This is an optimization exercise on Yosys and OpenROAD, whose aim is small area and a short achievable clock period, not a production implementation. No run shown here included a check of the RTL's function; only the layout flow was run. Power figures rest on the tool's default switching activity, not on a simulated workload.

==> flow/design.v, too long to show whole: its modules and the start of the top module <==
// module chain_mod: 2677 lines
// module chain_mod_fa: 10 lines
module chain_mod #(
    parameter int BIT_RES   = 32,
    parameter int FRAC_BITS = 23
) (
    input  logic               clk,
    input  logic               reset,
    input  logic [BIT_RES-1:0] numInSide,
    output logic [BIT_RES-1:0] numOutSide,
    input  logic [BIT_RES-1:0] numInTop,
    output logic [BIT_RES-1:0] numOutTop,
    output logic [BIT_RES-1:0] sum
);
  // ...
==> flow/run.sh <==
#!/bin/bash
# synth_recipe.tcl (not shown) runs the flow's synth.tcl, then flattens the netlist and writes it again
# the make line also repeats each setting of config.mk as NAME=value (left out here)
make -C /OpenROAD-flow-scripts/flow DESIGN_CONFIG=/design/flow/config.mk WORK_HOME=/design/flow/orfs CLKGATE_MAP_FILE= SYNTH_SCRIPT=/design/flow/synth_recipe.tcl finish
==> flow/config.mk <==
export PLATFORM = sky130hd
export DESIGN_NAME = chain_mod
export DESIGN_NICKNAME = chain_mod
export VERILOG_FILES = /design/flow/design.v
export SDC_FILE = /design/flow/constraint.sdc
export NUM_CORES = 4
export LEC_CHECK = 0
export ABC_AREA = 1
export CAP_MARGIN = 20
export CORE_MARGIN = 2
export CORE_UTILIZATION = 55
export SLEW_MARGIN = 20
export SYNTH_HIERARCHICAL = 1
export SYNTH_MINIMUM_KEEP_SIZE = 0
==> flow/constraint.sdc <==
create_clock -name core_clock -period 13.5 [get_ports {clk}]
set_input_delay 2.7000 -clock core_clock [delete_from_list [all_inputs] [get_ports {clk}]]
set_output_delay 2.7000 -clock core_clock [all_outputs]
set_load 0.01 [all_outputs]
==> results.py, run 1 <==
metrics = {
    "status": {
        "status": "complete, no violations",
    },
    "synth": {
        "synth_compound_area_share_pct": 14.8,
        "ys_top_cells_by_count": "nand2_1, xor2_1, o22ai_1, fa_1, inv_1",
        "netlist-cell-type-count": 49,
        "ys_ff_latch": 192,
        "syn_area_sq_mm": 0.0309,
        "synth_area_leaders": "fa_1, xor2_1, dfxtp_1",
        "synth.most_common_cell": "nand2_1",
    },
    "power": {
        "combPwrFrac_pct": 83.2,
        "pg_clk_mw": 0.585,
        "seq_power_mw": 1.16,
        "switchingPower_mw": 5.92,
    },
    "sta": {
        "final-hold-violation-count": 0,
        "setup_viol": 0,
        "slew_headroom_pct": 26.0,
        "tns_ns": 0,
        "hold_slack_ns": 0.680,
    },
    "layout": {
        "nClkBuffers": 18,
        "final_cell_mix": "nand2_1, xor2_1, o22ai_1",
        "utilization_pct": 60.7,
    },
    "clock_tree": {
        "cts_max_level": 4,
        "cts_setup_buffers": 0,
        "cts_num_sinks": 192,
    },
    "setup_path": {
        "cp_num_cells": 16,
        "critPathCapture": "sum[0]",
        "arrival_ns": 5.87,
    },
    "global_route": {
        "gr-total-overflow": 0,
        "grt.total_usage_pct": 42.2,
    },
    "detailed_routing": {
        "routed_wl_mm": 122,
        "vias": 29300,
    },
    "floorplan": {
        "taps": 748,
        "ios": 162,
    },
    "place": {
        "place.gp.congestion": 1.01,
    },
}
==> run 2: changes to the inputs <==
==> flow/flow/run.sh (new file) <==
#!/bin/bash
cp standard.sh standard_sh_copy.txt
export SETUP_SLACK_MARGIN=6.5
bash standard.sh > standard.log 2>&1
==> flow/standard.sh (new file) <==
#!/bin/bash
# synth_recipe.tcl (not shown) runs the flow's synth.tcl, then flattens the netlist and writes it again
# the make line also repeats each setting of config.mk as NAME=value (left out here)
make -C /OpenROAD-flow-scripts/flow DESIGN_CONFIG=/design/flow/config.mk WORK_HOME=/design/flow/orfs CLKGATE_MAP_FILE= SYNTH_SCRIPT=/design/flow/synth_recipe.tcl "${@:-finish}"
removed: flow/run.sh
==> results.py, run 2 <==
metrics = {
    "status": {
        "status": "complete, no violations",
    },
    "synth": {
        "synth.most_common_cell": "nand2_1",
        "ys_ff_latch": 192,
        "synth_flop_cell": "dfxtp_1",
        "yosys.area.top_type": "fa_1",
        "seq_area_frac_synth_pct": 12.4,
        "synth_top_area_share_pct": 30.3,
        "netlist-cell-type-count": 49,
        "synth_area_leaders": "fa_1, xor2_1, dfxtp_1",
        "syn_inst": 3748,
        "ys_top_cells_by_count": "nand2_1, xor2_1, o22ai_1, fa_1, inv_1",
        "yosys_warnings": 7,
        "syn_area_per_cell_sq_um": 8.24,
        "synth_edf_count": 0,
        "async_reset_ff_share_pct": 0,
        "syn_area_sq_mm": 0.0309,
    },
    "global_route": {
        "grt_busiest_layer": "met2",
        "use_met2_pct": 65.5,
        "grt.total_usage_pct": 42.8,
        "grt_pass1_vias": 30200,
        "grt_pass1_wl_mm": 184,
        "grt_antenna_before_repair": 2,
        "grt_max_degree": 66,
        "gr-total-overflow": 0,
        "grt_use_met1_pct": 51.1,
        "grt_util_met3_pct": 13.6,
    },
    "power": {
        "switchingPower_mw": 6.23,
        "powerDensity_mw_per_mm2": 319,
        "p_int_mw": 4.77,
        "swShare_pct": 56.7,
        "combPwrFrac_pct": 84.0,
        "pwr-share-clk_pct": 5.3,
        "p_leak_nw": 15.4,
        "seq_power_share_pct": 10.7,
        "peakVddDrop_uv": 409,
        "total_power_mw": 11.0,
    },
    "setup_path": {
        "arrival_ns": 4.26,
        "worstSetupStartpoint": "r_row0[25]",
        "worst_setup_path_end_kind": "output pin",
        "critPathCapture": "sum[26]",
        "critical_path_class": "register to output pin",
        "worst-path-max-fanout": 13,
        "max_stage_delay_ns": 0.55,
        "rrSetupSlack_ns": 9.92,
        "r2r_start": "r_row0[25]",
        "critPathRequiredTime_ns": 10.80,
        "r2r-end": "r_acc[8]",
        "reg2reg_depth": 19,
        "start_kind": "register",
        "path_cells": "fa_1 > ha_1 > a21oi_1 > o21ai_1 > a21oi_1 > nor2_1 > nor2_1 > nand3b_1 > nand2_4 > clkinvlp_4 > buf_12 > nand2_8 > nand2_1 > nand2_1 > nand2_1 > nor2_1 > clkdlybuf4s50_1",
        "slowest_stage": "clkdlybuf4s50_1",
    },
    "clock_tree": {
        "worstSkewPairLatency_ns": 0.53,
        "numCtsBuffers": 17,
        "root_buffer": "clkbuf_16",
        "cts.clk_slew.worst_paths_ns": 0.10,
        "cts_tree": "done",
        "cts-hold-fix-buffers": 0,
        "cts_max_level": 4,
        "clk_path_buf_depth": 2,
        "cts_num_sinks": 192,
    },
    "layout": {
        "final_common_cell": "nand2_1",
        "area_growth_pct": 11.7,
        "finalNetCount": 4439,
        "top_regs": "r_row0: 47 flops, r_row1: 47 flops",
        "design_area_sq_mm": 0.0345,
        "drive_above_1_share_pct": 7.77,
        "diodes": 0,
        "final_cell_mix": "nand2_1, xor2_1, o22ai_1",
    },
    "sta": {
        "skew_ns": 0.0168,
        "finalMaxSlewViolations": 0,
        "rsz0062_at_grt": "yes",
        "worstMarginPinSlew_ns": 0.778,
        "final-hold-violation-count": 0,
        "fmax_ghz": 0.144,
        "setup_viol": 0,
        "hold_slack_ns": 0.682,
        "period_needed_ns": 6.96,
        "tns_ns": 0,
        "layout_worst_path_cycle_share_pct": 51.6,
        "slew_headroom_pct": 48.1,
    },
    "detailed_routing": {
        "via_per_inst": 6.56,
        "final_antenna_net_count": 0,
        "drtIter0Drc": 3464,
        "vias": 29800,
        "routedWlPerCell_um": 27.3,
        "dr.pass1.iters": 8,
        "route.detailed.drc": 0,
        "routed_wl_mm": 124,
    },
    "floorplan": {
        "rows": 86,
        "initial_core_util_pct": 55.8,
        "core_sq_mm": 0.0553,
        "ios": 162,
        "dieArea_sq_mm": 0.0581,
        "die_w_um": 241,
        "fp.dieH_um": 241,
    },
    "place": {
        "place.gp.congestion": 1.01,
        "placed_area_sq_mm": 0.0329,
        "port_buffers": 161,
        "dpl.hpwl_mm": 84.5,
    },
    "min_path": {
        "holdCritPathClass": "register to register",
    },
    "run": {
        "cap_violations": 0,
    },
}
run 2: cell counts after synthesis:
Identical to the previous run, type by type.
run 2: modules after synthesis (local to each module, per instance):
module,flip-flops and latches,area (sq um),cells inside
chain_mod,192,22200,3313
chain_mod_fa,0,20.0,1
run 2: worst min path at each step:
stage          startpoint        end  cells past startpoint  slack, ns
2_1_floorplan   r_acc[23]  r_acc[23]                      6       0.73
3_3_place_gp        r_rst  r_acc[25]                      2       0.67
3_5_place_dp        r_rst   r_acc[5]                      2       0.67
4_1_cts             r_rst   r_acc[6]                      2       0.68
5_1_grt             r_rst   r_acc[5]                      2       0.73
6_report            r_rst   r_acc[5]                      2       0.68
run 2: power by group through the flow:
stage	combinational (mW)	sequential (mW)	clock, mW
floorplan	5.65	1.02	0
global placement	8.23	1.16	0
detailed placement	8.48	1.16	0
CTS	8.69	1.15	0.592
global route	10.1	1.19	0.611
finish	9.24	1.18	0.584
run 2: what timing repair did:
action | CTS | global route
cloned | 7 | 5
gates resized for setup | 61 | 77
endpoints found under the setup margin | 33 | 56
setup buffers | 7 | 23
pin swaps | 6 | 10
run 2: critical path, delay by kind of cell, from the launching register on:
kind	cells	cell delay, ns
compound gates	3	0.56
buf+inv	3	0.85
flops	1	0.49
simple gates	9	1.03
fa+ha+maj	2	0.81
run 2: cell type report:
type                       instances  area [sq um]
multi-input combinational       2987         25300
fill                            4885         20800
sequential                       192          3880
timing repair buffer             275          2570
inverter                         298          1130
tap                              748           936
clock buffer                      18           439
clock inverter                    14           203
timing repair inverter             2          15.0
run 2: cells by family after synthesis:
group | count (synthesis) | share of synthesized area (%)
other | 1 | 0.0121
xor gates and xnor gates | 555 | 15.7
and+or+nand+nor | 1046 | 14.0
buffers and inverters | 588 | 7.30
AOI/OAI and AO/OA | 766 | 14.8
DFF | 192 | 12.4
adders and majority gates | 600 | 35.7
run 2: stage by stage:
step / setup slack [ns] / std cells / util (%)
after floorplan: 6.64 / 3757 / -
after global placement: 5.55 / 4460 / 59.6
after detailed placement: 5.58 / 4460 / 59.6
after CTS: 6.50 / 4506 / 61.4
after global routing: 6.30 / 4534 / 62.4
final: 6.54 / 4534 / 62.4
run 2: per-layer routing:
layer | vias to the layer above | wire length (um)
met1 | 14300 | 43700
met5 | - | 11
met4 | 2 | 9480
met3 | 615 | 15300
li1 | 12500 | -
met2 | 2340 | 55500

-- what the ideal ports hide --
How much do the figures lean on ideal ports? The routed layouts below were timed once more, with nothing changed but the port constraints. Step 1: set_driving_cell puts a clkbuf_16 on clk and a buf_2 on each other input, an assumption about the parent block. Step 2 moves the port delays by t, midway between the first and last clock arrival at a register: inputs arrive t later, outputs are due t later. That takes back most of the time a late clock gives input paths. a / b / c = ideal / step 1 / step 2; a / b = the first two.
run	t, ns	slack for setup (ns)	hold slack, ns	cell pins on the clock port's net
run 1	0.579	4.927 / 4.862 / 5.441	0.680 / 0.680 / 0.680	1
run 2	0.579	6.537 / 6.470 / 6.004	0.682 / 0.682 / 0.682	1
After both steps setup and hold are still met in every run listed. The setup slack of run 2, which loses most, moves by -0.067 ns with the drivers and by -0.533 ns with both steps.
